Source: an optimization exercise on an open RTL-to-GDS flow (aim: small area and a short achievable clock period). Production flows keep margins and buffers that such runs may drop. RTL that was checked went through simulation tests only; none was proved equivalent to the original. Only the layout flow was run in runs 4 and 5; the RTL was not checked for function there. No activity file was given, so power comes from the tool's default toggle rates.

==> design.v <==
package spiPkg;
    localparam int addrWidth = 7;
    localparam int dataWidth = 8;
    localparam int memDepth = 128;
    localparam int debounceCycles = 3;
    localparam int debounceWidth = $clog2(debounceCycles);
    localparam int rawPinCount = 3;
    localparam logic [rawPinCount-1:0] rawPinsIdle = 3'b010;
    localparam int readTapStep = 8;
    localparam int readTaps = memDepth / readTapStep;
    localparam int writePortStep = 32;
    localparam int writePorts = memDepth / writePortStep;
    localparam int stateWidth = 3;
    localparam logic [stateWidth-1:0] stateIdle = 3'd0;
    localparam logic [stateWidth-1:0] stateAddressLoad = 3'd1;
    localparam logic [stateWidth-1:0] stateBranch = 3'd2;
    localparam logic [stateWidth-1:0] stateDataLoad = 3'd3;
    localparam logic [stateWidth-1:0] stateRead = 3'd4;
    localparam logic [stateWidth-1:0] stateWrite = 3'd5;
    localparam logic [stateWidth-1:0] stateWriteCommit = 3'd6;
    typedef struct packed {
        logic sclkRise;
        logic sclkFall;
        logic csN;
        logic mosi;
    } spiPins;
    typedef struct packed {
        logic addrLoad;     
        logic lastAddrBit;  
        logic addrLatch;    
        logic shiftLoad;    
        logic memWrite;     
    } ctrlStrobes;
endpackage
`timescale 1ns/100ps
import spiPkg::*;
module inputConditioner
(
    input  logic   clk,
    input  logic   reset,
    input  logic   sclk,
    input  logic   csN,
    input  logic   mosi,
    output spiPkg::spiPins pins
);
    logic [rawPinCount-1:0] rawPins;
    logic [rawPinCount-1:0] syncStage1;
    logic [rawPinCount-1:0] syncStage2;
    logic [rawPinCount-1:0] history1;
    logic [rawPinCount-1:0] history2;
    logic [rawPinCount-1:0] stablePins;
    logic                   sclkPrev;
    assign rawPins = {mosi, csN, sclk};
    always_ff @(posedge clk) begin
        if (reset) begin
            syncStage1 <= rawPinsIdle;
            syncStage2 <= rawPinsIdle;
            history1 <= rawPinsIdle;
            history2 <= rawPinsIdle;
        end else begin
            syncStage1 <= rawPins;
            syncStage2 <= syncStage1;
            history1 <= syncStage2;
            history2 <= history1;
        end
    end
    always_ff @(posedge clk) begin
        if (reset) begin
            stablePins <= rawPinsIdle;
        end else begin
            stablePins <= (syncStage2 & history1 & history2) |
                          (stablePins & (syncStage2 | history1 | history2));
        end
    end
    always_ff @(posedge clk) begin
        if (reset) begin
            sclkPrev <= 1'b0;
        end else begin
            sclkPrev <= stablePins[0];
        end
    end
    assign pins.sclkRise = stablePins[0] & ~sclkPrev;
    assign pins.sclkFall = ~stablePins[0] & sclkPrev;
    assign pins.csN = stablePins[1];
    assign pins.mosi = stablePins[2];
endmodule
`timescale 1ns/100ps
import spiPkg::*;
module shiftRegister
(
    input  logic                 clk,
    input  logic                 reset,
    input  spiPkg::spiPins               pins,
    input  spiPkg::ctrlStrobes           strobes,
    input  logic [dataWidth-1:0] parallelIn,
    output logic [dataWidth-1:0] parallelOut,
    output logic                 miso
);
    logic [dataWidth-1:0] shiftReg;
    always_ff @(posedge clk) begin
        if (reset) begin
            shiftReg <= '0;
        end else if (strobes.shiftLoad) begin
            shiftReg <= parallelIn;
        end else if (pins.sclkRise) begin
            shiftReg <= {shiftReg[dataWidth-2:0], pins.mosi};
        end
    end
    always_ff @(posedge clk) begin
        if (reset) begin
            miso <= 1'b0;
        end else if (pins.sclkFall) begin
            miso <= shiftReg[dataWidth-1];
        end
    end
    assign parallelOut = shiftReg;
endmodule
`timescale 1ns/100ps
import spiPkg::*;
module spiController
(
    input  logic       clk,
    input  logic       reset,
    input  spiPkg::spiPins     pins,
    input  logic       rwBit,
    output spiPkg::ctrlStrobes strobes,
    output logic       misoEnable
);
    logic [stateWidth-1:0] state;
    logic [2:0]            bitCount;
    always_ff @(posedge clk) begin
        if (reset || pins.csN) begin
            state <= stateIdle;
            bitCount <= '0;
            misoEnable <= 1'b0;
        end else begin
            case (state)
                stateIdle, stateWriteCommit: begin
                    state <= stateAddressLoad;
                    bitCount <= '0;
                end
                stateAddressLoad: begin
                    if (pins.sclkRise) begin
                        bitCount <= bitCount + 1'b1;
                        if (bitCount == 3'd7) begin
                            state <= stateBranch;
                        end
                    end
                end
                stateBranch: begin
                    state <= rwBit ? stateDataLoad : stateWrite;
                end
                stateDataLoad: begin
                    state <= stateRead;
                end
                stateRead: begin
                    if (pins.sclkFall) begin
                        if (!misoEnable) begin
                            misoEnable <= 1'b1;
                        end else begin
                            bitCount <= bitCount + 1'b1;
                            if (bitCount == 3'd7) begin
                                misoEnable <= 1'b0;
                                state <= stateIdle;
                            end
                        end
                    end
                end
                stateWrite: begin
                    if (pins.sclkRise) begin
                        bitCount <= bitCount + 1'b1;
                        if (bitCount == 3'd7) begin
                            state <= stateWriteCommit;
                        end
                    end
                end
                default: begin
                    state <= stateIdle;
                    bitCount <= '0;
                    misoEnable <= 1'b0;
                end
            endcase
        end
    end
    assign strobes.addrLoad = (state == stateAddressLoad);
    assign strobes.lastAddrBit = (bitCount == 3'd7);
    assign strobes.addrLatch = (state == stateBranch);
    assign strobes.shiftLoad = (state == stateDataLoad);
    assign strobes.memWrite = (state == stateWriteCommit);
endmodule
`timescale 1ns/100ps
import spiPkg::*;
module dataMemory
(
    input  logic                 clk,
    input  spiPkg::spiPins       pins,
    input  spiPkg::ctrlStrobes   strobes,
    input  logic [dataWidth-1:0] busIn,
    output logic [dataWidth-1:0] readData
);
    localparam int posWidth = $clog2(memDepth);
    localparam int tapWidth = $clog2(readTaps);
    localparam int portWidth = $clog2(writePorts);
    logic [memDepth-1:0][dataWidth-1:0] ring;
    logic [memDepth-1:0][dataWidth-1:0] ringNext;
    logic [posWidth-1:0]  rotation;
    logic [posWidth-1:0]  nextRotation;
    logic [addrWidth-1:0] addrReg;
    logic [dataWidth-1:0] heldData;
    logic                 writePending;
    logic                 newCandidate;
    logic [posWidth-1:0]  candidatePos;
    logic                 tapHit;
    logic [tapWidth-1:0]  tapIndex;
    logic [dataWidth-1:0] tapData;
    logic                 writeNow;
    logic [writePorts-1:0] writeSelect;
    logic [portWidth-1:0] writePort;
    assign nextRotation = rotation + 1'b1;
    assign newCandidate = pins.sclkRise && !(strobes.addrLoad && strobes.lastAddrBit);
    assign tapHit = (candidatePos[posWidth-tapWidth-1:0] == (posWidth-tapWidth)'(readTapStep - 2));
    assign tapIndex = candidatePos[posWidth-1 -: tapWidth];
    assign writeNow = writePending &&
        (rotation[posWidth-portWidth-1:0] == ~addrReg[posWidth-portWidth-1:0]);
    assign writePort = rotation[posWidth-1 -: portWidth] + addrReg[posWidth-1 -: portWidth] + 1'b1;
    always_comb begin
        ringNext = {ring[memDepth-2:0], ring[memDepth-1]};
        for (int j = 0; j < writePorts; j++) begin
            if (writeSelect[j]) begin
                ringNext[j * writePortStep + 1] = heldData;
            end
        end
    end
    assign tapData = ring[{tapIndex, (posWidth-tapWidth)'(readTapStep - 1)}];
    always_ff @(posedge clk) begin
        rotation <= nextRotation;
        if (newCandidate) begin
            candidatePos <= {busIn[addrWidth-2:0], pins.mosi} + rotation;
        end else begin
            candidatePos <= candidatePos + 1'b1;
        end
        ring <= ringNext;
        if (strobes.addrLatch) begin
            addrReg <= busIn[dataWidth-1 -: addrWidth];
        end
        for (int j = 0; j < writePorts; j++) begin
            writeSelect[j] <= writeNow && writePort == portWidth'(j);
        end
        if (strobes.memWrite) begin
            writePending <= 1'b1;
        end else if (|writeSelect) begin
            writePending <= 1'b0;
        end
        if (strobes.memWrite) begin
            heldData <= busIn;
        end else if (tapHit && !writePending) begin
            heldData <= tapData;
        end
    end
    assign readData = tapHit ? tapData : heldData;
endmodule
`timescale 1ns/100ps
import spiPkg::*;
module spiMemory
(
    input  logic clk,
    input  logic reset,
    input  logic sclk,
    input  logic csN,
    input  logic mosi,
    output logic miso,
    output logic misoEnable
);
    spiPkg::spiPins       pins;
    spiPkg::ctrlStrobes   strobes;
    logic [dataWidth-1:0] parallelOut;
    logic [dataWidth-1:0] readData;
    logic                 rwBit;
    inputConditioner i_inputConditioner (
        .clk   (clk),
        .reset (reset),
        .sclk  (sclk),
        .csN   (csN),
        .mosi  (mosi),
        .pins  (pins)
    );
    assign rwBit = parallelOut[0];
    spiController i_spiController (
        .clk        (clk),
        .reset      (reset),
        .pins       (pins),
        .rwBit      (rwBit),
        .strobes    (strobes),
        .misoEnable (misoEnable)
    );
    shiftRegister i_shiftRegister (
        .clk         (clk),
        .reset       (reset),
        .pins        (pins),
        .strobes     (strobes),
        .parallelIn  (readData),
        .parallelOut (parallelOut),
        .miso        (miso)
    );
    dataMemory i_dataMemory (
        .clk      (clk),
        .pins     (pins),
        .strobes  (strobes),
        .busIn    (parallelOut),
        .readData (readData)
    );
endmodule
==> flow/run.sh <==
#!/bin/bash
# The standard layout, with a clock tree whose root and trunk use the strongest
# clock buffer; leaf clusters as in config.mk. Make's output goes to flow_make.log.
set -euo pipefail
export CTS_ARGS="-sink_clustering_enable -repair_clock_nets -sink_clustering_size 18 -sink_clustering_max_diameter 45 -buf_list sky130_fd_sc_hd__clkbuf_8 -root_buf sky130_fd_sc_hd__clkbuf_16 -tree_buf sky130_fd_sc_hd__clkbuf_16"
bash standard.sh finish > flow_make.log 2>&1
==> standard.sh <==
#!/bin/bash
# synth_recipe.tcl (not shown) runs the flow's synth.tcl, then flattens the netlist and writes it again
# the make line also repeats each setting of config.mk as NAME=value (left out here)
make -C /OpenROAD-flow-scripts/flow DESIGN_CONFIG=/design/flow/config.mk WORK_HOME=/design/flow/orfs CLKGATE_MAP_FILE= SYNTH_SCRIPT=/design/flow/synth_recipe.tcl "${@:-finish}"
==> config.mk <==
export PLATFORM = sky130hd
export DESIGN_NAME = spiMemory
export DESIGN_NICKNAME = spiMemory
export VERILOG_FILES = /design/flow/design.v
export SDC_FILE = /design/flow/constraint.sdc
export NUM_CORES = 4
export LEC_CHECK = 0
export ABC_AREA = 0
export ABC_CLOCK_PERIOD_IN_PS = 1800
export CAP_MARGIN = 20
export CORE_MARGIN = 2
export CORE_UTILIZATION = 75
export CTS_BUF_LIST = sky130_fd_sc_hd__clkbuf_8
export CTS_CLUSTER_DIAMETER = 45
export CTS_CLUSTER_SIZE = 18
export SETUP_SLACK_MARGIN = 2.1
export SLEW_MARGIN = 20
==> constraint.sdc <==
create_clock -name core_clock -period 4.0 [get_ports {clk}]
set_input_delay 0.8000 -clock core_clock [delete_from_list [all_inputs] [get_ports {clk}]]
set_output_delay 0.8000 -clock core_clock [all_outputs]
set_load 0.01 [all_outputs]
==> results.txt, run 1 <==
Final setup viols=0; placed inst area=around 26000 µm²; via-per-instance ratio=roughly 5.1; Storage cell area=~22000 µm²; Core Region=33300 µm²; total track usage=between 20% and 30%; leakage=10.8 nW; post-synthesis cell type count=50; skew final=around 30 ps; cts hold-fix bufs=0; ant diodes=0; DPL Wire Length=between 20000 and 25000 µm; Tmin final=1970 ps; clock sink count=between 1000 and 1500; RSZ-0062 raised after global routing=yes; I/O pin total=7; Die X=between 150 and 200 µm; Clock Latency Late Sink=590 ps; share of layout cells above drive strength 1=14.4%; root buffer cell=clkbuf_16; Async S/R FF share, synth=0%; flops & latches, synth=around 1100; worst r2r src=i_dataMemory.candidatePos[5]$_DFF_P_; number of enable-type register cells in the synthesized netlist=15; DR iter-0 viols=556; pwr dens=~620 nW/µm²; clock-pin slew on the worst setup and hold paths=110 ps; Tcrit/Tclk final=between 40 and 50%; Final Cell Area=approximately 27000 µm²; max incr delay on CP=between 500 and 600 ps; max-cap violations=0; grt ovf=0; Synthesized Nets=~1500; crit path cell chain=buf_4, buf_12, mux4_2, mux2i_2, mux2_4, o21ai_1; data arrival time of the critical path=2310 ps; top_reg_cell synth=dfxtp_1; Worst EP required=~4300 ps; drt total wl=approximately 40000 µm; port bufs=6; Routed Antenna Nets=0; Hold Path Class=flop to flop; H-tree depth=3; Worst setup EP type=flop; Setup crit start kind=flop; TNS Setup=0 ps; pin count of the biggest net entering global routing=34; synthesized area per cell=about 17 µm²; Hold Vio Cnt, Final=0; Synth Cell Area=between 20000 and 30000 µm²; outcome=no timing/DRC/antenna violations; Syn Inst Count=~1400; area of the multi-input gates=roughly 3000 µm²; worst hold start=i_dataMemory.ring[415]$_DFF_P_; CP max-delay cell=mux4_2; wire per inst=approximately 20 µm; vias in the first global route=10600; gpl congestion=roughly 0.80; via count=about 10000; CTS tree=done; Crit Path Class=flop to flop; Worst Path Max Fanout=6; drt pass-1 iters=5; Max Fclk=slightly above 500 MHz; DRC=0; Clock Tree Buf Depth=3; worst slack at placement=around 1500 ps; Slew @ Worst Pin=830 ps; Worst Setup SP=i_dataMemory.candidatePos[5]$_DFF_P_; Worst VDD drop=approximately 500 µV; initial antenna violation count=2; register area share after synthesis=between 80% and 90%; Worst Slack Setup Final=~2000 ps; family with the most delay on the worst path=multiplexers; die area=around 35000 µm²; Slew Viols, Final=0; Initial Util=roughly three quarters; relative slew slack=44.6%; Worst Path Buf+Inv=2; FP Rows=67; # fillers=~1600; P&R area growth vs syn=8.28%; first-pass GRT wire length=around 60000 µm; die height=between 150 and 200 µm; CTS Buf Count=between 70 and 80; Net count, final=around 1500; Syn. warnings=4
==> final timing paths <==
kind	to	slack (ps)	cells past startpoint
worst max-delay path	i_dataMemory.heldData[7]$_DFFE_PP_	2030	6
worst min-delay path	i_dataMemory.ring[423]$_DFF_P_	320	0
worst max register to register	i_dataMemory.heldData[7]$_DFFE_PP_	2030	6
worst min register to register	i_dataMemory.ring[423]$_DFF_P_	320	0
==> per-layer routing <==
metal	part of all wire, %	wire length [µm]	GRT usage, %
met1	44	17500	31.0
met3	4.1	1640	4.95
met2	49	19600	39.0
met4	3.0	1180	8.36
met5	0.060	24	0
==> registers in the layout, indices dropped and copies added, names as in the netlist, 3 cells and up <==
register                       count
i_dataMemory.addrReg               7
i_dataMemory.candidatePos          7
i_dataMemory.heldData              8
i_dataMemory.ring               1024
i_dataMemory.rotation              7
i_dataMemory.writeSelect           4
i_inputConditioner.history1        3
i_inputConditioner.history2        3
i_inputConditioner.stablePins      3
i_inputConditioner.syncStage1      3
i_inputConditioner.syncStage2      3
i_shiftRegister.shiftReg           8
i_spiController.bitCount           3
i_spiController.state              3
==> what timing repair did <==
action | in CTS | in global routing
gates resized for setup | 60 | 21
cloned | 2 | 0
setup buffers | 14 | 8
endpoints found under the hold margin | 0 | 0
setup endpoints to repair | 35 | 26
==> final cells by class <==
| class | instances | area share [%] |
|---|---|---|
| clock buffers | 75 | 4.16 |
| clock inverters | 16 | 0.519 |
| inverters | 5 | 0.0689 |
| multi-input cells | 319 | 11.1 |
| flip-flops and latches | 1090 | 80.7 |
| well taps | 448 | 2.06 |
| repair buffers | 33 | 1.40 |
==> report_power, final <==
part	switching (mW)	internal (mW)	total (mW)
combinational	0.315	0.414	0.729
sequential	0.173	10.9	11.1
clock	3.15	2.03	5.18
total	3.64	13.4	17.0
==> cell usage after synthesis, types with 6 or more instances <==
master / number / share of area [%]
dfxtp_1: 1075 / 86
nand2_1: 40 / 0.60
mux2_2: 35 / 1.6
mux4_1: 29 / 3.0
mux2i_1: 20 / 0.80
o21ai_0: 20 / 0.40
a21oi_1: 16 / 0.32
edfxtp_1: 15 / 1.8
nor3_1: 15 / 0.30
clkbuf_1: 14 / 0.21
nor2b_1: 14 / 0.35
ha_1: 12 / 0.60
nor2_1: 12 / 0.18
nand2b_1: 11 / 0.27
xnor2_1: 11 / 0.38
and3_1: 9 / 0.22
nand3_1: 9 / 0.18
a2111oi_2: 8 / 0.48
xor2_1: 8 / 0.28
a211oi_1: 6 / 0.18
buf_2: 6 / 0.12
==> metrics by stage <==
step	utilization, %	cells	power [mW]	hold slack, ps
after floorplan	-	1443	11.7	310
after global placement	77.0	1871	11.7	310
after detailed placement	77.0	1871	11.8	312
after CTS	81.5	1978	17.1	318
after global routing	81.8	1986	17.5	321
final	81.8	1986	17.0	317
==> kinds of logic (layout without fill, tap and decap cells) <==
group                    after synthesis  count (layout)  share of synthesized area, %
AO/OA/AOI/OAI                         70              70                          2.02
buffers and inverters                 34             129                         0.845
multiplexers                          92              92                          5.96
flip-flops                          1090            1090                          87.3
XOR/XNOR                              19              19                         0.661
adder cells (fa/ha/maj)               13              13                         0.676
AND/OR/NAND/NOR                      125             125                          2.51
==> cells in the final DEF, fill, tap and decap left out, types with 10 or more instances in the layout <==
master	instances
a21oi_1	15
buf_4	15
clkbuf_8	66
dfxtp_1	1066
edfxtp_1	15
ha_1	11
inv_1	11
mux2_2	32
mux2i_1	18
mux4_2	29
nand2_1	39
nand2b_1	10
nor2_1	12
nor2b_1	12
nor3_1	14
o21ai_0	13
xnor2_1	11
==> inputs of run 2 (changes only) <==
--- a/config.mk
+++ b/config.mk
@@ -5,7 +5,7 @@
 export SDC_FILE = /design/flow/constraint.sdc
 export NUM_CORES = 4
 export LEC_CHECK = 0
-export ABC_AREA = 0
+export ABC_AREA = 1
 export ABC_CLOCK_PERIOD_IN_PS = 1800
 export CAP_MARGIN = 20
 export CORE_MARGIN = 2
==> run 2 against run 1 <==
Compared with the run above:
- critical endpoint is now miso
- largest cell class unchanged
- combinational power increased by 77%
- synthesized cell count grew 25%
- via count rose by 13%
- global-route usage decreased by 1.1 points
- count of clock-buffer cells in the layout decreased by 1
- total power grew 1.7%
- register-to-register slack improved by 120 ps
- clock power decreased by 4.4%
- sequential power barely moved
- critical path depth is 5 lower
- wire length down 4.6%
- fmax is 5.8% higher
==> results.txt, run 2 <==
synthesized area per cell=14.0 µm² (-19%); CTS Buf Count=71 (-1.4%); share of layout cells above drive strength 1=6.44% (-7.9 points); Post-Synth Simple-Gate Area=7.12% (+4.6 points); Die X=188 µm (+0.24%); Slew @ Worst Pin=829 ps (-1.11 ps); placed inst area=25700 µm² (+0.38%); FP Rows=67 (unchanged); port bufs=6 (unchanged); Synth Area in Compound Gates=2.26% (+0.24 points); Hold Path Class=flop to flop; Core Region=33400 µm² (+0.25%); CP max-delay cell=dfxtp_2; Tcrit/Tclk final=46.6% (-2.7 points); Crit Path Class=flop to output pin; most frequent cells in the layout=dfxtp_1, nand2_1, inv_1; Async S/R FF share, synth=0% (unchanged); vias in the first global route=11600 (+9.4%); Worst Path Buf+Inv=1 (-1); Power, Total=17.3 mW (+1.7%); Tmin final=1860 ps (-108 ps); FF-to-FF setup slack=2150 ps (+120 ps); DPL Wire Length=22900 µm (+9.9%); Post-Synth Adder-Cell Area=0.673% (-0.0032 points); Syn Inst Count=1800 (+25%); Largest regs=i_dataMemory.ring x1024, i_dataMemory.heldData x8, i_shiftRegister.shiftReg x8; Synth top cells by count=dfxtp_1, nand2_1, inv_1; Syn. warnings=4 (unchanged); leakage=11.1 nW (+3.0%); outcome=no timing/DRC/antenna violations; max-cap violations=0 (unchanged); sw frac=23.6% (+2.2 points); pwr dens=642 nW/µm² (+2.7%); RSZ-0062 raised after global routing=yes; TNS Setup=0 ps (unchanged); Biggest register=i_dataMemory.ring; Worst VDD drop=465 µV (-7.5%); Worst EP required=3200 ps (-1130 ps); Hold Vio Cnt, Final=0 (unchanged); relative slew slack=44.7% (+0.074 points); Synth area leaders=dfxtp_1, nand2_1, nand3_1, edfxtp_1, inv_1; Reg-to-Reg End=i_dataMemory.heldData[1]$_DFFE_PP_; Routed Antenna Nets=0 (unchanged); Synth area leader=dfxtp_1; die area=35200 µm² (+0.47%); Synth Cell Area=25300 µm² (+0.48%); Critical Path Stages=1 (-5); area of the multi-input gates=2650 µm² (-12%); initial antenna violation count=1 (-1); Synthesized Nets=1818 (+24%); # fillers=1806 (+15%); Max Fclk=536 MHz (+5.8%); drt total wl=38100 µm (-4.6%); gpl congestion=0.828 (+3.3%); Yosys top cell area share=85.1% (-0.41 points); clock sink count=1090 (unchanged); via count=11400 (+13%); Net count, final=1869 (+21%); max incr delay on CP=360 ps (-170 ps); fraction of synthesized area in multiplexers=0% (-6.0 points); Initial Util=75.8% (+0.17 points); grt ovf=0 (unchanged); Switching Power=4.08 mW (+12%); Clock Tree Buf Depth=3 (unchanged); P_int=13.2 mW (-1.1%); Final Cell Area=27000 µm² (-1.0%); die height=188 µm (+0.24%); data arrival time of the critical path=1060 ps (-1250 ps); total track usage=22.4% (-1.1 points); Worst Setup SP=i_shiftRegister.miso$_SDFFE_PP0P_; CP endpoint=miso; drt pass-1 iters=5 (unchanged); I/O pin total=7 (unchanged); Storage cell area=22000 µm² (about the same); Worst setup EP type=output pin; wire per inst=16.5 µm (-18%); register area share after synthesis=86.9% (-0.42 points); pin count of the biggest net entering global routing=65 (+91%); Synth Area in XOR/XNOR=0.381% (-0.28 points); first-pass GRT wire length=60400 µm (-1.3%); worst reg2reg path depth=3 (-3); max reg flops=1024 (unchanged); clock share of power=28.6% (-1.9 points); DRC=0 (unchanged); via-per-instance ratio=4.94 (-3.2%); H-tree depth=3 (unchanged); register share of total power=63.9% (-1.4 points); DR iter-0 viols=846 (+52%); Worst Path Max Fanout=2 (-4); post-synthesis cell type count=36 (-28%); clock-pin slew on the worst setup and hold paths=100 ps (about the same); worst r2r src=i_dataMemory.candidatePos[6]$_DFF_P_; Gate power share=7.5% (+3.2 points); cts hold-fix bufs=0 (unchanged); most common cell after layout, fill and taps aside=dfxtp_1; count leader, synth=dfxtp_1; flops & latches, synth=1090 (unchanged); CTS tree=done; top_reg_cell synth=dfxtp_1; ant diodes=0 (unchanged); Final setup viols=0 (unchanged); root buffer cell=clkbuf_16; number of enable-type register cells in the synthesized netlist=15 (unchanged); P&R area growth vs syn=6.68%; family with the most delay on the worst path=flip-flops; largest family of logic cells by synthesized area=simple AND/OR/NAND/NOR gates; crit path cell chain=buf_2; skew final=22.7 ps (-6.86 ps); Slew Viols, Final=0 (unchanged); Setup crit start kind=flop; Clock Latency Late Sink=580 ps (about the same)
-- run 2: worst min path at each step --
stage | from | endpoint | slack (ps) | depth (start not counted)
floorplan | i_dataMemory.ring[992]$_DFF_P_ | i_dataMemory.ring[1000]$_DFF_P_ | 310 | 0
global placement | i_dataMemory.ring[927]$_DFF_P_ | i_dataMemory.ring[935]$_DFF_P_ | 310 | 0
detailed placement | i_dataMemory.ring[92]$_DFF_P_ | i_dataMemory.ring[100]$_DFF_P_ | 310 | 0
CTS | i_dataMemory.ring[463]$_DFF_P_ | i_dataMemory.ring[471]$_DFF_P_ | 320 | 0
global route | i_dataMemory.ring[333]$_DFF_P_ | i_dataMemory.ring[341]$_DFF_P_ | 310 | 0
finish | i_dataMemory.ring[407]$_DFF_P_ | i_dataMemory.ring[415]$_DFF_P_ | 320 | 0
-- run 2: cells by family after synthesis --
logic type                 count (synthesis)
buffers and inverters                    153
xor gates and xnor gates                  11
DFF                                     1090
and+or+nand+nor                          428
AOI/OAI and AO/OA                        105
adders and majority gates                 13
-- run 2: power groups by stage --
stage / Sequential (mW) / Clock [mW] / Combinational, mW
floorplan: 11.3 / 0 / 0.938
global placement: 11.3 / 0 / 1.22
detailed placement: 11.3 / 0 / 1.26
CTS: 11.1 / 5.05 / 1.27
global route: 11.1 / 5.41 / 1.40
finish: 11.1 / 4.95 / 1.29
-- run 2: final cells by class --
| cell class | count | share of cell area [%] |
|---|---|---|
| clock buffer | 74 | 4.15 |
| timing repair buffer | 14 | 0.487 |
| multi-input combinational | 557 | 9.84 |
| tap | 448 | 2.08 |
| inverter | 117 | 1.66 |
| sequential | 1090 | 81.5 |
| clock inverter | 11 | 0.288 |
-- run 2: timing repair --
item                       CTS  global route
setup endpoints to repair   23            20
gates resized for setup     13            15
buffers inserted             1             1
-- run 2: metrics by stage --
step | utilization (%) | instances | hold WS [ps] | worst slack [ps]
floorplan | - | 1800 | 310 | 2300
global placement | 77.1 | 2224 | 310 | 1810
detailed placement | 77.1 | 2224 | 312 | 1670
CTS | 80.7 | 2310 | 317 | 2010
global route | 80.8 | 2311 | 314 | 2080
finish | 80.8 | 2311 | 316 | 2140
-- run 2: metal layers --
metal / global-route usage, % / wire, µm / part of all wire, %
met1: 30.6 / 17900 / 47
met2: 35.0 / 17200 / 45
met3: 4.34 / 1580 / 4.1
met4: 10.6 / 1460 / 3.8
met5: 0 / 0 / 0
==> inputs of run 3 (changes only) <==
--- a/config.mk
+++ b/config.mk
@@ -6,7 +6,6 @@
 export NUM_CORES = 4
 export LEC_CHECK = 0
 export ABC_AREA = 1
-export ABC_CLOCK_PERIOD_IN_PS = 1800
 export CAP_MARGIN = 20
 export CORE_MARGIN = 2
 export CORE_UTILIZATION = 75
==> run 3 against run 2 <==
Compared with the run above:
- still clean on timing, DRC and antenna
- hold slack stayed put
- first-iteration DRC count stayed put
- cell area stayed put
- final cell count stayed put
- total power stayed put
==> results.txt, run 3 <==
Routed Antenna Nets=0 (unchanged); Syn Inst Count=1800 (unchanged); Worst VDD drop=465 µV (unchanged); Tcrit/Tclk final=46.6% (unchanged); fraction of synthesized area in multiplexers=0% (unchanged); Syn. warnings=4 (unchanged); Worst Path Buf+Inv=1 (unchanged); P&R area growth vs syn=6.68% (unchanged); Setup crit start kind=flop; die height=188 µm (unchanged); root buffer cell=clkbuf_16; Synth area leader=dfxtp_1; Core Region=33400 µm² (unchanged); ant diodes=0 (unchanged); RSZ-0062 raised after global routing=yes; Worst Path Max Fanout=2 (unchanged); via-per-instance ratio=4.94 (unchanged); clock-pin slew on the worst setup and hold paths=100 ps (about the same); crit path cell chain=buf_2; Synth top cells by count=dfxtp_1, nand2_1, inv_1; pin count of the biggest net entering global routing=65 (unchanged); Slew @ Worst Pin=829 ps (unchanged); drt pass-1 iters=5 (unchanged); TNS Setup=0 ps (unchanged); count leader, synth=dfxtp_1; gpl congestion=0.828 (unchanged); post-synthesis cell type count=36 (unchanged); flops & latches, synth=1090 (unchanged); pwr dens=642 nW/µm² (unchanged); Net count, final=1869 (unchanged); register area share after synthesis=86.9% (unchanged); vias in the first global route=11600 (unchanged); synthesized area per cell=14.0 µm² (unchanged); largest family of logic cells by synthesized area=simple AND/OR/NAND/NOR gates; cts hold-fix bufs=0 (unchanged); share of layout cells above drive strength 1=6.44% (unchanged); Post-Synth Simple-Gate Area=7.12% (unchanged); Synth Area in Compound Gates=2.26% (unchanged); DRC=0 (unchanged); top_reg_cell synth=dfxtp_1; Final setup viols=0 (unchanged); Worst setup EP type=output pin; Biggest register=i_dataMemory.ring; Yosys top cell area share=85.1% (unchanged); Synth Area in XOR/XNOR=0.381% (unchanged); Synthesized Nets=1818 (unchanged); Crit Path Class=flop to output pin; port bufs=6 (unchanged); Hold Path Class=flop to flop; Async S/R FF share, synth=0% (unchanged); Max Fclk=536 MHz (unchanged); leakage=11.1 nW (unchanged); number of enable-type register cells in the synthesized netlist=15 (unchanged); initial antenna violation count=1 (unchanged); CP max-delay cell=dfxtp_2; Synth area leaders=dfxtp_1, nand2_1, nand3_1, edfxtp_1, inv_1; Synth Cell Area=25300 µm² (unchanged); Largest regs=i_dataMemory.ring x1024, i_dataMemory.heldData x8, i_shiftRegister.shiftReg x8; DPL Wire Length=22900 µm (unchanged); clock sink count=1090 (unchanged); Die X=188 µm (unchanged); CTS tree=done; Hold Vio Cnt, Final=0 (unchanged); CTS Buf Count=71 (unchanged); drt total wl=38100 µm (unchanged); via count=11400 (unchanged); Slew Viols, Final=0 (unchanged); data arrival time of the critical path=1060 ps (about the same); skew final=22.7 ps (unchanged); I/O pin total=7 (unchanged); Worst EP required=3200 ps (about the same); first-pass GRT wire length=60400 µm (unchanged); wire per inst=16.5 µm (unchanged); family with the most delay on the worst path=flip-flops; Power, Total=17.3 mW (unchanged); max reg flops=1024 (unchanged); FP Rows=67 (unchanged); most frequent cells in the layout=dfxtp_1, nand2_1, inv_1; Clock Tree Buf Depth=3 (unchanged); die area=35200 µm² (unchanged); H-tree depth=3 (unchanged); Initial Util=75.8% (unchanged); grt ovf=0 (unchanged); DR iter-0 viols=846 (unchanged); total track usage=22.4% (unchanged); Clock Latency Late Sink=580 ps (about the same); outcome=no timing/DRC/antenna violations; Tmin final=1860 ps (unchanged); most common cell after layout, fill and taps aside=dfxtp_1; max-cap violations=0 (unchanged); max incr delay on CP=360 ps (about the same); Post-Synth Adder-Cell Area=0.673% (unchanged); relative slew slack=44.7% (unchanged)
[run 3: cell counts in the layout (fill, tap and decap cells not counted)]
No cell type changed its count.
[run 3: cells by family after synthesis]
logic type                 Yosys count
DFF                               1090
xor gates and xnor gates            11
and+or+nand+nor                    428
AOI/OAI and AO/OA                  105
adders and majority gates           13
buffers and inverters              153
[run 3: path summary, 6_finish.rpt]
check                                            start                                 end  slack (ps)  cells past startpoint
hold reg to reg         i_dataMemory.ring[407]$_DFF_P_      i_dataMemory.ring[415]$_DFF_P_         320                      0
setup reg to reg  i_dataMemory.candidatePos[6]$_DFF_P_  i_dataMemory.heldData[1]$_DFFE_PP_        2150                      3
hold / removal          i_dataMemory.ring[407]$_DFF_P_      i_dataMemory.ring[415]$_DFF_P_         320                      0
setup / recovery     i_shiftRegister.miso$_SDFFE_PP0P_                                miso        2140                      1
[run 3: layout make-up]
| class | count | area [µm²] |
|---|---|---|
| clock buffers | 74 | 1120 |
| clock inverters | 11 | 77.6 |
| fillers | 1806 | 6400 |
| inverters | 117 | 447 |
| multi-input cells | 557 | 2650 |
| flip-flops and latches | 1090 | 22000 |
| well taps | 448 | 561 |
| repair buffers | 14 | 131 |
[run 3: timing repair]
action                     CTS  global route
setup endpoints to repair   23            20
resized for setup           13            15
pin swaps                    0             0
buffers inserted             1             1
[run 3: where the power goes]
| part | switching (mW) | internal (mW) | total [mW] |
|---|---|---|---|
| sequential | 0.0820 | 11.0 | 11.1 |
| clock | 3.04 | 1.91 | 4.95 |
| combinational | 0.956 | 0.338 | 1.29 |
| total | 4.08 | 13.2 | 17.3 |
[run 3: stage by stage]
step | area (µm²) | setup slack [ps] | util [%] | hold slack [ps] | instances
finish | 27000 | 2140 | 80.8 | 316 | 2311
global placement | 25700 | 1810 | 77.1 | 310 | 2224
floorplan | 25300 | 2300 | - | 310 | 1800
global route | 27000 | 2080 | 80.8 | 314 | 2311
detailed placement | 25700 | 1670 | 77.1 | 312 | 2224
CTS | 26900 | 2010 | 80.7 | 317 | 2310
[run 3: metal layers]
| layer | share of wire [%] | vias up | GRT usage [%] |
|---|---|---|---|
| met5 | 0 | - | 0 |
| met4 | 3.8 | 0 | 10.6 |
| met3 | 4.1 | 109 | 4.34 |
| met2 | 45 | 267 | 35.0 |
| met1 | 47 | 5372 | 30.6 |
| li1 | - | 5665 | - |
==> inputs of run 4 (changes only) <==
--- a/design.v
+++ b/design.v
@@ -231,7 +231,12 @@
             end
         end
     end
-    assign tapData = ring[{tapIndex, (posWidth-tapWidth)'(readTapStep - 1)}];
+    always_comb begin
+        tapData = '0;
+        for (int k = 0; k < readTaps; k++) begin
+            tapData |= ring[k * readTapStep + readTapStep - 1] & {dataWidth{tapIndex == tapWidth'(k)}};
+        end
+    end
     always_ff @(posedge clk) begin
         rotation <= nextRotation;
         if (newCandidate) begin
==> run 4 against run 3 <==
Compared with the run above:
- still clean
- setup slack improved by 8.0 ps
- clock power increased by 2%
- sequential power about the same
==> results.txt, run 4 <==
Async S/R FF share, synth=0% (unchanged); Net count, final=1820 (-2.6%); I/O pin total=7 (unchanged); Storage cell area=22000 µm² (about the same); DP Cell Count=2148 (-3.4%); first-pass GRT wire length=64300 µm (+6.6%); Largest regs=i_dataMemory.ring x1024, i_dataMemory.heldData x8, i_shiftRegister.shiftReg x8; Clock Latency Late Sink=580 ps (about the same); wire per inst=18.6 µm (+13%); FF-to-FF setup slack=2140 ps (about the same); Initial Util=76.4% (+0.61 points); H-tree depth=3 (unchanged); DR iter-0 viols=734 (-13%); clock-pin slew on the worst setup and hold paths=110 ps (about the same); RSZ-0062 raised after global routing=no; crit path cell chain=buf_4; drt total wl=42100 µm (+11%); worst hold start=i_dataMemory.ring[566]$_DFF_P_; Worst VDD drop=454 µV (-2.4%); outcome=no timing/DRC/antenna violations; hold slack=314 ps (-1.76 ps); Worst Path Max Fanout=2 (unchanged); CP max-delay cell=dfxtp_2; data arrival time of the critical path=1060 ps (about the same); WHS Endpoint=i_dataMemory.ring[574]$_DFF_P_; max reg flops=1024 (unchanged); Final setup viols=0 (unchanged); Syn. warnings=4 (unchanged); Slew Viols, Final=0 (unchanged); max-cap violations=0 (unchanged); CTS tree=done; Setup crit start kind=flop; FP Rows=66 (-1.5%); Hold Path Class=flop to flop; Syn Inst Count=1721 (-4.4%); CTS Buf Count=71 (unchanged); via-per-instance ratio=5.08 (+2.9%); vias in the first global route=11700 (+0.85%); worst reg2reg path depth=8 (+5); Final Cell Area=27000 µm² (+0.25%); pwr dens=637 nW/µm² (-0.80%); Core Region=32700 µm² (-2.0%); Hold Vio Cnt, Final=0 (unchanged); DRC=0 (unchanged); via count=11500 (+0.60%); flops & latches, synth=1090 (unchanged); top_reg_cell synth=dfxtp_1; clock sink count=1090 (unchanged); Clock Tree Buf Depth=3 (unchanged); synthesized area per cell=14.5 µm² (+3.3%); family with the most delay on the worst path=flip-flops; gpl congestion=0.881 (+6.4%); skew final=23.5 ps (+0.779 ps); post-synthesis cell type count=33 (-8.3%); Tmin final=1860 ps (-8.01 ps); Synth top cells by count=dfxtp_1, nand2_1, nand3_1; area of the multi-input gates=2750 µm² (+3.5%); leakage=11.2 nW (+0.98%); port bufs=6 (unchanged); relative slew slack=43.1% (-1.6 points); Synth Cell Area=25000 µm² (-1.2%); Synthesized Nets=1739 (-4.3%); Routed Antenna Nets=0 (unchanged); cts hold-fix bufs=0 (unchanged); hold path depth=0 (unchanged); TNS Setup=0 ps (unchanged); root buffer cell=clkbuf_16; total track usage=24.6% (+2.3 points); most common cell after layout, fill and taps aside=dfxtp_1; max incr delay on CP=340 ps (-20 ps); placed inst area=25500 µm² (-0.91%); Biggest register=i_dataMemory.ring; worst r2r src=i_dataMemory.candidatePos[4]$_DFF_P_; pin count of the biggest net entering global routing=33 (-49%); # fillers=1670 (-7.5%); Worst setup EP type=output pin; register area share after synthesis=88.0% (+1.1 points); initial antenna violation count=3 (+2); Die X=186 µm (-0.59%); Synth area leaders=dfxtp_1, nand2_1, nand3_1, edfxtp_1, nor2_1; count leader, synth=dfxtp_1; Slew @ Worst Pin=853 ps (+24.4 ps); Reg-to-Reg End=i_dataMemory.heldData[5]$_DFFE_PP_; Tcrit/Tclk final=46.4% (-0.20 points); Yosys top cell area share=86.2% (+1.0 points); share of layout cells above drive strength 1=8.48% (+2.0 points); Worst Setup SP=i_shiftRegister.miso$_SDFFE_PP0P_; Worst Path Buf+Inv=1 (unchanged); P&R area growth vs syn=8.24%; die height=186 µm (-0.59%); grt ovf=0 (unchanged); most frequent cells in the layout=dfxtp_1, nand2_1, nand3_1; Worst EP required=3200 ps (about the same); number of enable-type register cells in the synthesized netlist=15 (unchanged); DPL Wire Length=25300 µm (+11%); die area=34800 µm² (-1.2%); Final Instance Count excl. Fillers=2260 (-2.2%); Max Fclk=539 MHz (+0.43%); Synth area leader=dfxtp_1; Crit Path Class=flop to output pin; drt pass-1 iters=7 (+2)
[run 4: worst register-to-register path, stage by stage, from the launching register on]
cell     delay (ps)
dfxtp_4         460
nor2_2           60
buf_4           270
nand3_1         170
nand2_1          80
nor2_1          160
nand2_1          90
nor2_1          200
o21ai_0         120
[run 4: metrics by stage]
step / power, mW / util, % / worst slack [ps]
6_report: 17.2 / 82.7 / 2140
5_1_grt: 17.7 / 82.7 / 2070
4_1_cts: 17.2 / 82.4 / 2110
3_5_place_dp: 12.0 / 77.9 / 1680
3_3_place_gp: 11.9 / 77.9 / 1800
2_1_floorplan: 11.7 / - / 2220
[run 4: worst max path at each step]
stage | end | slack [ps] | cells past startpoint
CTS | miso | 2110 | 1
global route | i_dataMemory.heldData[5]$_DFFE_PP_ | 2070 | 10
detailed placement | i_shiftRegister.shiftReg[5]$_SDFFE_PP0P_ | 1680 | 4
floorplan | i_dataMemory.heldData[0]$_DFFE_PP_ | 2220 | 7
finish | miso | 2140 | 1
global placement | i_shiftRegister.shiftReg[5]$_SDFFE_PP0P_ | 1800 | 4
[run 4: timing repair]
action,in CTS,in global routing
endpoints found under the setup margin,26,18
pin swaps,7,2
resized for setup,30,11
buffers inserted,12,7
gates cloned,4,0
[run 4: report_power, final]
group	switching (mW)	total, mW	internal [mW]
Combinational	0.760	1.08	0.322
Sequential	0.118	11.1	11.0
Clock	3.06	5.06	1.99
[run 4: kinds of logic (layout without fill, tap and decap cells)]
family	Yosys count	after routing	share of synthesized area, %
flops	1090	1090	88.0
simple gates	416	420	7.08
compound gates	107	107	2.40
buf+inv	82	174	1.41
fa+ha+maj	13	13	0.681
xor+xnor	12	12	0.421
mux	1	1	0.0401
other cells	0	1	0
[run 4: layout make-up]
type                       count  area share (%)
antenna                        1         0.00926
multi-input combinational    553            10.2
clock buffer                  75            4.19
sequential                  1090            81.4
inverter                      59           0.856
clock inverter                13           0.366
tap                          442            2.05
timing repair buffer          27            1.01
[run 4: per-layer routing]
metal  share of wire, %  wire length (µm)  track usage, %
met5              0.031                13               0
met1                 44             18600            32.8
met2                 47             19600            39.5
met3                4.7              1970            4.55
met4                4.7              1960            12.2
==> inputs of run 5 (changes only) <==
==> flow/run.sh (replaced) <==
#!/bin/bash
# The standard layout, with a clock tree whose root and trunk use the strongest
# clock buffer; leaf clusters as in config.mk. Make's output goes to flow_make.log.
set -euo pipefail
export CTS_ARGS="-sink_clustering_enable -repair_clock_nets -sink_clustering_size 20 -sink_clustering_max_diameter 50 -buf_list sky130_fd_sc_hd__clkbuf_8 -root_buf sky130_fd_sc_hd__clkbuf_16 -tree_buf sky130_fd_sc_hd__clkbuf_16"
bash standard.sh finish > flow_make.log 2>&1
--- a/config.mk
+++ b/config.mk
@@ -10,7 +10,7 @@
 export CORE_MARGIN = 2
 export CORE_UTILIZATION = 75
 export CTS_BUF_LIST = sky130_fd_sc_hd__clkbuf_8
-export CTS_CLUSTER_DIAMETER = 45
-export CTS_CLUSTER_SIZE = 18
+export CTS_CLUSTER_DIAMETER = 50
+export CTS_CLUSTER_SIZE = 20
 export SETUP_SLACK_MARGIN = 2.1
 export SLEW_MARGIN = 20
==> run 5 against run 4 <==
Compared with the run above:
- final cell count decreased by 0.93%
- first-iteration DRC count increased by 12%
- clock skew increased by 3.2 ps
- synthesized cell count unchanged
- critical path type unchanged
- critical endpoint unchanged
- largest power group unchanged
==> results.txt, run 5 <==
Worst EP required=3200 ps (about the same); total track usage=23.4% (-1.2 points); RSZ-0062 raised after global routing=yes; Switching Power=3.79 mW (-3.8%); Biggest register=i_dataMemory.ring; via-per-instance ratio=5.03 (-1.0%); count leader, synth=dfxtp_1; Async S/R FF share, synth=0% (unchanged); crit path cell chain=buf_6; family with the most delay on the worst path=flip-flops; Synth top cells by count=dfxtp_1, nand2_1, nand3_1; Routed Antenna Nets=0 (unchanged); Hold Path Class=flop to flop; clock share of power=27.7% (-1.7 points); initial antenna violation count=2 (-1); grt ovf=0 (unchanged); die area=34800 µm² (unchanged); Tmin final=1860 ps (+4.87 ps); port bufs=6 (unchanged); Max Fclk=537 MHz (-0.26%); skew final=26.7 ps (+3.21 ps); max-cap violations=0 (unchanged); Synth Cell Area=25000 µm² (unchanged); max reg flops=1024 (unchanged); Setup crit start kind=flop; Initial Util=76.4% (unchanged); top_reg_cell synth=dfxtp_1; Worst setup EP type=output pin; data arrival time of the critical path=1060 ps (about the same); flops & latches, synth=1090 (unchanged); pin count of the biggest net entering global routing=33 (unchanged); I/O pin total=7 (unchanged); outcome=no timing/DRC/antenna violations; first-pass GRT wire length=61800 µm (-4.0%); drt total wl=40300 µm (-4.4%); Core Region=32700 µm² (unchanged); die height=186 µm (unchanged); post-synthesis cell type count=33 (unchanged); Syn Inst Count=1721 (unchanged); Largest regs=i_dataMemory.ring x1024, i_dataMemory.heldData x8, i_shiftRegister.shiftReg x8; relative slew slack=45.2% (+2.1 points); synthesized area per cell=14.5 µm² (unchanged); register share of total power=66.4% (+2.1 points); P_int=12.9 mW (-2.8%); Final setup viols=0 (unchanged); Tcrit/Tclk final=46.5% (+0.12 points); CP max-delay cell=dfxtp_2; DRC=0 (unchanged); Gate power share=5.9% (-0.4 points); Worst Path Max Fanout=2 (unchanged); leakage=11.0 nW (-1.3%); Slew Viols, Final=0 (unchanged); CTS Buf Count=61 (-14%); clock-pin slew on the worst setup and hold paths=120 ps (about the same); Net count, final=1804 (-0.88%); Worst VDD drop=472 µV (+4.0%); Crit Path Class=flop to output pin; via count=11300 (-2.0%); FP Rows=66 (unchanged); placed inst area=25500 µm² (unchanged); Synthesized Nets=1739 (unchanged); Synth area leader=dfxtp_1; most frequent cells in the layout=dfxtp_1, nand2_1, nand3_1; P&R area growth vs syn=7.22%; vias in the first global route=11300 (-3.0%); Clock Tree Buf Depth=3 (unchanged); drt pass-1 iters=5 (-2); Yosys top cell area share=86.2% (unchanged); wire per inst=18.0 µm (-3.5%); Worst Path Buf+Inv=1 (unchanged); max incr delay on CP=360 ps (+20 ps); TNS Setup=0 ps (unchanged); number of enable-type register cells in the synthesized netlist=15 (unchanged); root buffer cell=clkbuf_16; # fillers=1739 (+4.1%); Die X=186 µm (unchanged); share of layout cells above drive strength 1=7.74% (-0.74 points); DR iter-0 viols=821 (+12%); sw frac=22.7% (-0.17 points); gpl congestion=0.881 (unchanged); Clock Latency Late Sink=590 ps (about the same); pwr dens=623 nW/µm² (-2.1%); Synth area leaders=dfxtp_1, nand2_1, nand3_1, edfxtp_1, nor2_1; clock sink count=1090 (unchanged); H-tree depth=2 (-1); CTS tree=done; Final Cell Area=26800 µm² (-0.94%); DPL Wire Length=25300 µm (unchanged); Slew @ Worst Pin=822 ps (-31.5 ps); Hold Vio Cnt, Final=0 (unchanged); most common cell after layout, fill and taps aside=dfxtp_1; Syn. warnings=4 (unchanged); register area share after synthesis=88.0% (unchanged)
-- run 5: cell counts after synthesis --
Identical to the previous run, type by type.
-- run 5: area by class of cell --
class	count	area [µm²]	area share, %
clock inverters	8	75.1	0.280
diodes	1	2.50	0.00934
well taps	442	553	2.07
flip-flops and latches	1090	22000	82.1
repair buffers	21	213	0.794
multi-input cells	553	2760	10.3
inverters	59	230	0.860
clock buffers	65	951	3.55
-- run 5: timing repair --
| action | CTS | global route |
|---|---|---|
| cloned | 3 | 1 |
| gates resized for setup | 27 | 20 |
| endpoints found under the setup margin | 26 | 20 |
| pin swaps | 5 | 2 |
| setup buffers | 12 | 1 |
| hold buffers | 0 | 0 |
-- run 5: final timing paths --
check | start | end | slack (ps) | depth (start not counted)
min reg2reg | i_dataMemory.ring[109]$_DFF_P_ | i_dataMemory.ring[117]$_DFF_P_ | 330 | 0
min | i_dataMemory.ring[109]$_DFF_P_ | i_dataMemory.ring[117]$_DFF_P_ | 330 | 0
max reg2reg | i_dataMemory.candidatePos[3]$_DFF_P_ | i_dataMemory.heldData[5]$_DFFE_PP_ | 2150 | 8
max | i_shiftRegister.miso$_SDFFE_PP0P_ | miso | 2140 | 1
-- run 5: logic make-up (layout without fill, tap and decap cells) --
group / count (synthesis) / after routing / synth area share, %
DFF: 1090 / 1090 / 88.0
and+or+nand+nor: 416 / 420 / 7.08
AOI/OAI and AO/OA: 107 / 107 / 2.40
buffers and inverters: 82 / 153 / 1.41
adders and majority gates: 13 / 13 / 0.681
xor gates and xnor gates: 12 / 12 / 0.421
muxes: 1 / 1 / 0.0401
other: 0 / 1 / 0
-- run 5: routing by layer --
layer / vias to the layer above / part of all wire (%) / global-route usage [%]
met1: 5291 / 46 / 31.9
li1: 5531 / - / -
met2: 319 / 45 / 37.5
met3: 117 / 4.7 / 4.12
met4: 0 / 4.7 / 10.6
met5: - / 0 / 0
-- run 5: power by group through the flow --
stage | sequential (mW) | clock, mW | combinational, mW
final | 11.1 | 4.62 | 0.979
after detailed placement | 11.3 | 0 | 0.691
after global placement | 11.3 | 0 | 0.669
after global routing | 11.1 | 5.06 | 1.01
after floorplan | 11.3 | 0 | 0.493
after CTS | 11.1 | 4.68 | 0.932
-- run 5: per-stage QoR --
| step | hold WS, ps | setup WS (ps) | total power [mW] | cells | utilization, % |
|---|---|---|---|---|---|
| 2_1_floorplan | 310 | 2220 | 11.7 | 1721 | - |
| 3_3_place_gp | 310 | 1800 | 11.9 | 2148 | 77.9 |
| 3_5_place_dp | 312 | 1680 | 12.0 | 2148 | 77.9 |
| 4_1_cts | 326 | 2070 | 16.7 | 2236 | 81.7 |
| 5_1_grt | 334 | 2070 | 17.2 | 2238 | 81.9 |
| 6_report | 326 | 2140 | 16.7 | 2239 | 81.9 |
==> inputs of run 6 (changes only) <==
--- a/design.v
+++ b/design.v
@@ -231,12 +231,7 @@
             end
         end
     end
-    always_comb begin
-        tapData = '0;
-        for (int k = 0; k < readTaps; k++) begin
-            tapData |= ring[k * readTapStep + readTapStep - 1] & {dataWidth{tapIndex == tapWidth'(k)}};
-        end
-    end
+    assign tapData = ring[{tapIndex, (posWidth-tapWidth)'(readTapStep - 1)}];
     always_ff @(posedge clk) begin
         rotation <= nextRotation;
         if (newCandidate) begin
==> run 6 against run 5 <==
Compared with the run above:
- still clean
- clock skew shrank 8.7 ps
- core utilization shrank 1.8 points
- count of clock-buffer cells in the layout shrank 4
- global-route usage shrank 1.6 points
- combinational power grew 32%
- hold slack is essentially flat
- via count grew 0.29%
- critical endpoint is now misoEnable
- highest routed layer unchanged
==> results.txt, run 6 <==
outcome=no timing/DRC/antenna violations; DPL Wire Length=22900 µm (-9.5%); hold path depth=0 (unchanged); RSZ-0062 raised after global routing=yes; CTS Buf Count=61 (unchanged); Net count, final=1861 (+3.2%); Async S/R FF share, synth=0% (unchanged); total track usage=21.8% (-1.6 points); Tmin final=1870 ps (+8.53 ps); Worst setup EP type=output pin; Synth top cells by count=dfxtp_1, nand2_1, inv_1; max reg flops=1024 (unchanged); Slew @ Worst Pin=838 ps (+16.7 ps); DR iter-0 viols=808 (-1.6%); data arrival time of the critical path=1070 ps (about the same); die area=35200 µm² (+1.2%); hold slack=326 ps (-0.103 ps); top_reg_cell synth=dfxtp_1; P&R area growth vs syn=5.76%; share of layout cells above drive strength 1=5.84% (-1.9 points); family with the most delay on the worst path=flip-flops; Clock Tree Buf Depth=3 (unchanged); Reg-to-Reg End=i_dataMemory.heldData[1]$_DFFE_PP_; Final setup viols=0 (unchanged); Synthesized Nets=1818 (+4.5%); Syn Inst Count=1800 (+4.6%); drt pass-1 iters=5 (unchanged); skew final=18.0 ps (-8.68 ps); port bufs=6 (unchanged); count leader, synth=dfxtp_1; worst hold start=i_dataMemory.ring[849]$_DFF_P_; Tcrit/Tclk final=46.7% (+0.21 points); relative slew slack=44.0% (-1.1 points); pwr dens=629 nW/µm² (+0.95%); drt total wl=37300 µm (-7.4%); DRC=0 (unchanged); Crit Path Class=flop to output pin; TNS Setup=0 ps (unchanged); gpl congestion=0.828 (-6.0%); Hold Path Class=flop to flop; Hold Vio Cnt, Final=0 (unchanged); via count=11300 (+0.29%); Synth Cell Area=25300 µm² (+1.2%); Synth area leader=dfxtp_1; synthesized area per cell=14.0 µm² (-3.2%); worst reg2reg path depth=3 (-5); Yosys top cell area share=85.1% (-1.0 points); worst r2r src=i_dataMemory.candidatePos[6]$_DFF_P_; clock sink count=1090 (unchanged); register area share after synthesis=86.9% (-1.1 points); Worst VDD drop=507 µV (+7.5%); initial antenna violation count=1 (-1); most common cell after layout, fill and taps aside=dfxtp_1; Biggest register=i_dataMemory.ring; max-cap violations=0 (unchanged); ant diodes=0 (-1); pin count of the biggest net entering global routing=65 (+97%); grt ovf=0 (unchanged); Initial Util=75.8% (-0.61 points); Power, Total=16.8 mW (+0.78%); via-per-instance ratio=4.91 (-2.3%); Die X=188 µm (+0.59%); WHS Endpoint=i_dataMemory.ring[857]$_DFF_P_; H-tree depth=2 (unchanged); Syn. warnings=4 (unchanged); FF-to-FF setup slack=2170 ps (+20 ps); Synth area leaders=dfxtp_1, nand2_1, nand3_1, edfxtp_1, inv_1; clock-pin slew on the worst setup and hold paths=110 ps (about the same); cts hold-fix bufs=0 (unchanged); leakage=11.0 nW (-0.57%); first-pass GRT wire length=59100 µm (-4.4%); crit path cell chain=buf_2; Setup crit start kind=flop; FP Rows=67 (+1.5%); Slew Viols, Final=0 (unchanged); Max Fclk=535 MHz (-0.46%); vias in the first global route=11300 (-0.56%); die height=188 µm (+0.59%); Worst EP required=3200 ps (about the same); post-synthesis cell type count=36 (+9.1%); Worst Path Max Fanout=2 (unchanged); max incr delay on CP=350 ps (about the same); number of enable-type register cells in the synthesized netlist=15 (unchanged); Routed Antenna Nets=0 (unchanged); most frequent cells in the layout=dfxtp_1, nand2_1, inv_1; Core Region=33400 µm² (+2.0%); wire per inst=16.2 µm (-9.8%); root buffer cell=clkbuf_16; Largest regs=i_dataMemory.ring x1024, i_dataMemory.heldData x8, i_shiftRegister.shiftReg x8; Clock Latency Late Sink=590 ps (about the same); I/O pin total=7 (unchanged); Worst Path Buf+Inv=1 (unchanged); CTS tree=done; CP max-delay cell=dfxtp_2; flops & latches, synth=1090 (unchanged)
-- run 6: how the worst max path moves through the flow --
stage,start,end,slack (ps),depth (start not counted)
after floorplan,i_dataMemory.candidatePos[0]$_DFF_P_,i_dataMemory.heldData[0]$_DFFE_PP_,2300,4
after global placement,reset,i_shiftRegister.shiftReg[7]$_SDFFE_PP0P_,1810,4
after detailed placement,reset,i_spiController.state[1]$_SDFFE_PP0P_,1670,4
after CTS,i_spiController.misoEnable$_SDFFE_PP0P_,misoEnable,2000,1
after global routing,i_spiController.misoEnable$_SDFFE_PP0P_,misoEnable,2080,1
final,i_spiController.misoEnable$_SDFFE_PP0P_,misoEnable,2130,1
-- run 6: per-stage QoR --
stage	cell area [µm²]	std cells	util, %	setup slack [ps]
after global routing	26700	2298	80.1	2080
after CTS	26700	2295	80.0	2000
after detailed placement	25700	2224	77.1	1670
after floorplan	25300	1800	-	2300
after global placement	25700	2224	77.1	1810
final	26700	2298	80.1	2130
-- run 6: what timing repair did --
item | 4_1_cts | 5_1_grt
hold endpoints to repair | 0 | 0
endpoints found under the setup margin | 23 | 19
buffers inserted | 1 | 3
resized for setup | 14 | 13
-- run 6: power by group --
| group | total (mW) | internal [mW] | switching (mW) |
|---|---|---|---|
| logic | 1.29 | 0.337 | 0.957 |
| clock network | 4.46 | 1.53 | 2.93 |
| registers | 11.1 | 11.0 | 0.0820 |
-- run 6: per-layer routing --
| metal | global-route usage, % | vias up | share of wire (%) | routed length, µm |
|---|---|---|---|---|
| met5 | 0 | - | 0 | 0 |
| met4 | 10.2 | 0 | 3.9 | 1450 |
| met3 | 3.43 | 100 | 4.0 | 1500 |
| met2 | 33.7 | 238 | 44 | 16400 |
| met1 | 30.8 | 5310 | 48 | 17900 |
| li1 | - | 5643 | - | - |
-- run 6: cell type report --
class                           count  area [µm²]
Sequential cell                  1090       22000
Fill cell                        1844        6630
Clock inverter                      9        52.6
Inverter                          117         447
Timing Repair Buffer               16         144
Clock buffer                       61         896
Multi-Input combinational cell    557        2660
Tap cell                          448         561
-- run 6: logic make-up after synthesis --
logic type	Yosys count	share of synthesized area, %
fa+ha+maj	13	0.673
buf+inv	153	2.65
flops	1090	86.9
compound gates	105	2.26
simple gates	428	7.12
xor+xnor	11	0.381
==> inputs of run 7 (changes only) <==
--- a/design.v
+++ b/design.v
@@ -6,10 +6,6 @@
     localparam int debounceWidth = $clog2(debounceCycles);
     localparam int rawPinCount = 3;
     localparam logic [rawPinCount-1:0] rawPinsIdle = 3'b010;
-    localparam int readTapStep = 8;
-    localparam int readTaps = memDepth / readTapStep;
-    localparam int writePortStep = 32;
-    localparam int writePorts = memDepth / writePortStep;
     localparam int stateWidth = 3;
     localparam logic [stateWidth-1:0] stateIdle = 3'd0;
     localparam logic [stateWidth-1:0] stateAddressLoad = 3'd1;
@@ -198,66 +194,17 @@
     input  logic [dataWidth-1:0] busIn,
     output logic [dataWidth-1:0] readData
 );
-    localparam int posWidth = $clog2(memDepth);
-    localparam int tapWidth = $clog2(readTaps);
-    localparam int portWidth = $clog2(writePorts);
-    logic [memDepth-1:0][dataWidth-1:0] ring;
-    logic [memDepth-1:0][dataWidth-1:0] ringNext;
-    logic [posWidth-1:0]  rotation;
-    logic [posWidth-1:0]  nextRotation;
+    logic [dataWidth-1:0] mem [memDepth];
     logic [addrWidth-1:0] addrReg;
-    logic [dataWidth-1:0] heldData;
-    logic                 writePending;
-    logic                 newCandidate;
-    logic [posWidth-1:0]  candidatePos;
-    logic                 tapHit;
-    logic [tapWidth-1:0]  tapIndex;
-    logic [dataWidth-1:0] tapData;
-    logic                 writeNow;
-    logic [writePorts-1:0] writeSelect;
-    logic [portWidth-1:0] writePort;
-    assign nextRotation = rotation + 1'b1;
-    assign newCandidate = pins.sclkRise && !(strobes.addrLoad && strobes.lastAddrBit);
-    assign tapHit = (candidatePos[posWidth-tapWidth-1:0] == (posWidth-tapWidth)'(readTapStep - 2));
-    assign tapIndex = candidatePos[posWidth-1 -: tapWidth];
-    assign writeNow = writePending &&
-        (rotation[posWidth-portWidth-1:0] == ~addrReg[posWidth-portWidth-1:0]);
-    assign writePort = rotation[posWidth-1 -: portWidth] + addrReg[posWidth-1 -: portWidth] + 1'b1;
-    always_comb begin
-        ringNext = {ring[memDepth-2:0], ring[memDepth-1]};
-        for (int j = 0; j < writePorts; j++) begin
-            if (writeSelect[j]) begin
-                ringNext[j * writePortStep + 1] = heldData;
-            end
-        end
-    end
-    assign tapData = ring[{tapIndex, (posWidth-tapWidth)'(readTapStep - 1)}];
-    always_ff @(posedge clk) begin
-        rotation <= nextRotation;
-        if (newCandidate) begin
-            candidatePos <= {busIn[addrWidth-2:0], pins.mosi} + rotation;
-        end else begin
-            candidatePos <= candidatePos + 1'b1;
-        end
-        ring <= ringNext;
+    always_ff @(posedge clk) begin
         if (strobes.addrLatch) begin
             addrReg <= busIn[dataWidth-1 -: addrWidth];
         end
-        for (int j = 0; j < writePorts; j++) begin
-            writeSelect[j] <= writeNow && writePort == portWidth'(j);
-        end
         if (strobes.memWrite) begin
-            writePending <= 1'b1;
-        end else if (|writeSelect) begin
-            writePending <= 1'b0;
-        end
-        if (strobes.memWrite) begin
-            heldData <= busIn;
-        end else if (tapHit && !writePending) begin
-            heldData <= tapData;
-        end
-    end
-    assign readData = tapHit ? tapData : heldData;
+            mem[addrReg] <= busIn;
+        end
+    end
+    assign readData = mem[addrReg];
 endmodule
 `timescale 1ns/100ps
 import spiPkg::*;
==> run.sh (new file) <==
#!/bin/bash
# synth_recipe.tcl (not shown) runs the flow's synth.tcl, then flattens the netlist and writes it again
# the make line also repeats each setting of config.mk as NAME=value (left out here)
make -C /OpenROAD-flow-scripts/flow DESIGN_CONFIG=/design/flow/config.mk WORK_HOME=/design/flow/orfs CLKGATE_MAP_FILE= SYNTH_SCRIPT=/design/flow/synth_recipe.tcl finish
==> config.mk (replaced) <==
export PLATFORM = sky130hd
export DESIGN_NAME = spiMemory
export DESIGN_NICKNAME = spiMemory
export VERILOG_FILES = /design/flow/design.v
export SDC_FILE = /design/flow/constraint.sdc
export NUM_CORES = 4
export LEC_CHECK = 0
export CAP_MARGIN = 20
export CORE_MARGIN = 2
export CORE_UTILIZATION = 70
export CTS_BUF_LIST = sky130_fd_sc_hd__clkbuf_8
export CTS_CLUSTER_DIAMETER = 45
export CTS_CLUSTER_SIZE = 18
export SETUP_SLACK_MARGIN = 1.5
export SLEW_MARGIN = 20
removed: flow/run.sh
removed: standard.sh
==> run 7 against run 6 <==
Compared with the run above:
- still clean on timing, DRC and antenna
- fmax shrank 32%
- core utilization shrank 1.7 points
- total power grew 12%
- wire length grew to 2.7 times the previous value
- hold slack gained 110 ps
- count of clock-buffer cells in the layout grew 38
- flip-flop and latch count shrank 20
- register-to-register slack lost 920 ps
- sequential share of layout area shrank 15 points
- first-iteration DRC count grew to 3.5 times the previous value
- sequential power grew 9%
- critical endpoint is now i_shiftRegister.shiftReg[1]$_SDFFE_PP0P_
- highest routed layer unchanged
==> results.txt, run 7 <==
outcome=no timing/DRC/antenna violations; synthesized area per cell=18.9 µm² (+35%); root buffer cell=clkbuf_8; area of the multi-input gates=10500 µm² (+300%); P&R area growth vs syn=11.3%; clock-pin slew on the worst setup and hold paths=110 ps (about the same); Synth area leaders=edfxtp_1, mux4_2, mux2i_1, mux4_1, dfxtp_1; Final setup viols=0 (unchanged); Storage cell area=31800 µm² (+45%); via count=22300 (+98%); P_int=14.9 mW (+16%); total track usage=32.4% (+11 points); cts hold-fix bufs=0 (unchanged); max incr delay on CP=650 ps (+300 ps); Initial Util=70.4% (-5.3 points); Clock Latency Late Sink=730 ps (+140 ps); Syn. warnings=4 (unchanged); flops & latches, synth=1070 (-1.8%); crit path cell chain=buf_4, buf_8, mux4_1, mux2i_1, a2111oi_2, nand4_1, o32ai_2; CP max-delay cell=mux2i_1; I/O pin total=7 (unchanged); clock share of power=36.1% (+9.6 points); post-synthesis cell type count=58 (+61%); DRC=0 (unchanged); pwr dens=401 nW/µm² (-36%); CTS Buf Count=97 (+59%); leakage=14.0 nW (+27%); Synth Cell Area=42300 µm² (+67%); sw frac=21.3% (-2.3 points); Worst Slack Setup Final=1250 ps (-878 ps); via-per-instance ratio=6.91 (+41%); drt total wl=99700 µm (+170%); CTS tree=done; port bufs=6 (unchanged); Tmin final=2750 ps (+878 ps); count leader, synth=edfxtp_1; Synthesized Nets=2245 (+23%); Largest regs=i_dataMemory.mem x1024, i_shiftRegister.shiftReg x8, i_dataMemory.addrReg x7; Syn Inst Count=2238 (+24%); first-pass GRT wire length=145000 µm (+150%); FP Rows=90 (+34%); Finished Core Util=78.4% (-1.7 points); top_reg_cell synth=edfxtp_1; vias in the first global route=21700 (+93%); Worst Path Max Fanout=10 (+8); Net count, final=2374 (+28%); Reg-to-Reg End=i_shiftRegister.shiftReg[1]$_SDFFE_PP0P_; Slew Viols, Final=0 (unchanged); register share of total power=63.9% (-1.9 points); Max Fclk=364 MHz (-32%); Hold Vio Cnt, Final=0 (unchanged); Crit Path Class=flop to flop; pin count of the biggest net entering global routing=94 (+45%); Slew @ Worst Pin=1170 ps (+335 ps); most frequent cells in the layout=edfxtp_1, mux2i_1, mux4_2; register area share after synthesis=75.1% (-12 points); worst slack at placement=867 ps (-798 ps); drt pass-1 iters=6 (+1); worst reg2reg path depth=7 (+4); FF-to-FF setup slack=1250 ps (-920 ps); Async S/R FF share, synth=0% (unchanged); data arrival time of the critical path=3310 ps (+2240 ps); wire per inst=30.9 µm (+90%); max-cap violations=0 (unchanged); grt ovf=0 (unchanged); Worst VDD drop=444 µV (-12%); clock sink count=1070 (-1.8%); TNS Setup=0 ps (unchanged); Switching Power=4.02 mW (+1.3%); H-tree depth=3 (+1); Yosys top cell area share=73.2% (-12 points); Clock Tree Buf Depth=3 (unchanged); Gate power share=0.1% (-7.6 points); Worst EP required=4570 ps (+1370 ps); number of enable-type register cells in the synthesized netlist=1031 (+1016); Synth area leader=edfxtp_1; Biggest register=i_dataMemory.mem; Core Region=60000 µm² (+80%); RSZ-0062 raised after global routing=yes; Setup crit start kind=flop; initial antenna violation count=2 (+1); gpl congestion=0.936 (+13%); Routed Antenna Nets=0 (unchanged); Hold Path Class=flop to flop; skew final=44.3 ps (+26.3 ps); CP endpoint=i_shiftRegister.shiftReg[1]$_SDFFE_PP0P_; # fillers=3121 (+69%); Synth top cells by count=edfxtp_1, mux2i_1, nor2_1; relative slew slack=21.6% (-22 points); die height=250 µm (+33%); most common cell after layout, fill and taps aside=edfxtp_1; Worst setup EP type=flop; max reg flops=1024 (unchanged); die area=62400 µm² (+77%); DPL Wire Length=60300 µm (+160%); share of layout cells above drive strength 1=25.7% (+20 points); Die X=250 µm (+33%); Tcrit/Tclk final=68.7% (+22 points); DR iter-0 viols=2791 (+250%)
[run 7: cell count changes after synthesis, sizes merged, moves of 139 or more]
cell    change
edfxtp   +1016
mux2i     +216
nor2      +139
mux4      +159
nand2     -199
dfxtp    -1036
[run 7: cell families after synthesis]
kind of cell	after synthesis	synth area share, %
DFF	1070	75.1
buffers and inverters	123	2.09
AOI/OAI and AO/OA	252	4.12
and+or+nand+nor	402	4.36
muxes	389	14.3
adders and majority gates	2	0.0592
[run 7: power by group through the flow]
| stage | combinational [mW] | sequential (mW) | clock (mW) |
|---|---|---|---|
| 2_1_floorplan | 0.00672 | 12.3 | 0 |
| 3_3_place_gp | 0.0130 | 12.3 | 0 |
| 3_5_place_dp | 0.0137 | 12.3 | 0 |
| 4_1_cts | 0.0138 | 12.1 | 6.88 |
| 5_1_grt | 0.0149 | 12.1 | 7.29 |
| 6_report | 0.0140 | 12.1 | 6.81 |
[run 7: per-stage QoR]
stage	area, µm²	power, mW	instances	hold WS (ps)
final	47100	18.9	3232	438
after global routing	47100	19.4	3232	460
after CTS	46200	19.0	3188	442
after detailed placement	43300	12.3	2991	417
after global placement	43200	12.3	2990	396
after floorplan	42300	12.3	2238	389
[run 7: cell type report]
cell class,count,area share (%)
repair buffers,150,3.57
inverters,3,0.0266
diodes,1,0.00532
flip-flops and latches,1070,67.5
clock inverters,82,1.56
well taps,782,2.08
multi-input cells,1045,22.3
clock buffers,99,2.90
[run 7: how the worst min path moves through the flow]
| stage | start | end | slack, ps | depth (start not counted) |
|---|---|---|---|---|
| after global routing | i_inputConditioner.syncStage1[1]$_SDFF_PP1_ | i_inputConditioner.syncStage2[1]$_SDFF_PP1_ | 460 | 1 |
| after CTS | i_inputConditioner.syncStage1[1]$_SDFF_PP1_ | i_inputConditioner.syncStage2[1]$_SDFF_PP1_ | 440 | 1 |
| final | i_inputConditioner.syncStage1[1]$_SDFF_PP1_ | i_inputConditioner.syncStage2[1]$_SDFF_PP1_ | 440 | 1 |
| after floorplan | i_inputConditioner.syncStage1[1]$_SDFF_PP1_ | i_inputConditioner.syncStage2[1]$_SDFF_PP1_ | 390 | 1 |
| after detailed placement | i_inputConditioner.syncStage1[1]$_SDFF_PP1_ | i_inputConditioner.syncStage2[1]$_SDFF_PP1_ | 420 | 1 |
| after global placement | i_inputConditioner.syncStage1[1]$_SDFF_PP1_ | i_inputConditioner.syncStage2[1]$_SDFF_PP1_ | 400 | 1 |
[run 7: metal layers]
metal	GRT usage, %	routed length, µm	vias up
li1	-	-	9415
met1	47.3	38700	11500
met2	50.6	48200	1233
met3	5.93	9620	180
met4	11.1	3230	0
met5	0	0	-
[run 7: timing repair]
action                                  in CTS  in global routing
pin swaps                                    6                 21
resized for setup                          126                105
buffers inserted                             8                 39
cloned                                       8                  2
endpoints found under the setup margin     727                430
[run 7: critical path, delay by kind of cell (launching register included)]
kind                   cells  cell delay, ps
multiplexers               2            1220
AND/OR/NAND/NOR            1             310
AO/OA/AOI/OAI              2             310
flip-flops                 1             390
buffers and inverters      2             330

Re-timed with assumed drivers on the ports (clkbuf_16 on the clock, buf_2 on other inputs), run 7 has 1.252 ns of setup slack against 1.252 ns with ideal ports, and 0.922 ns once port delays also move by the mid clock arrival of 0.776 ns.
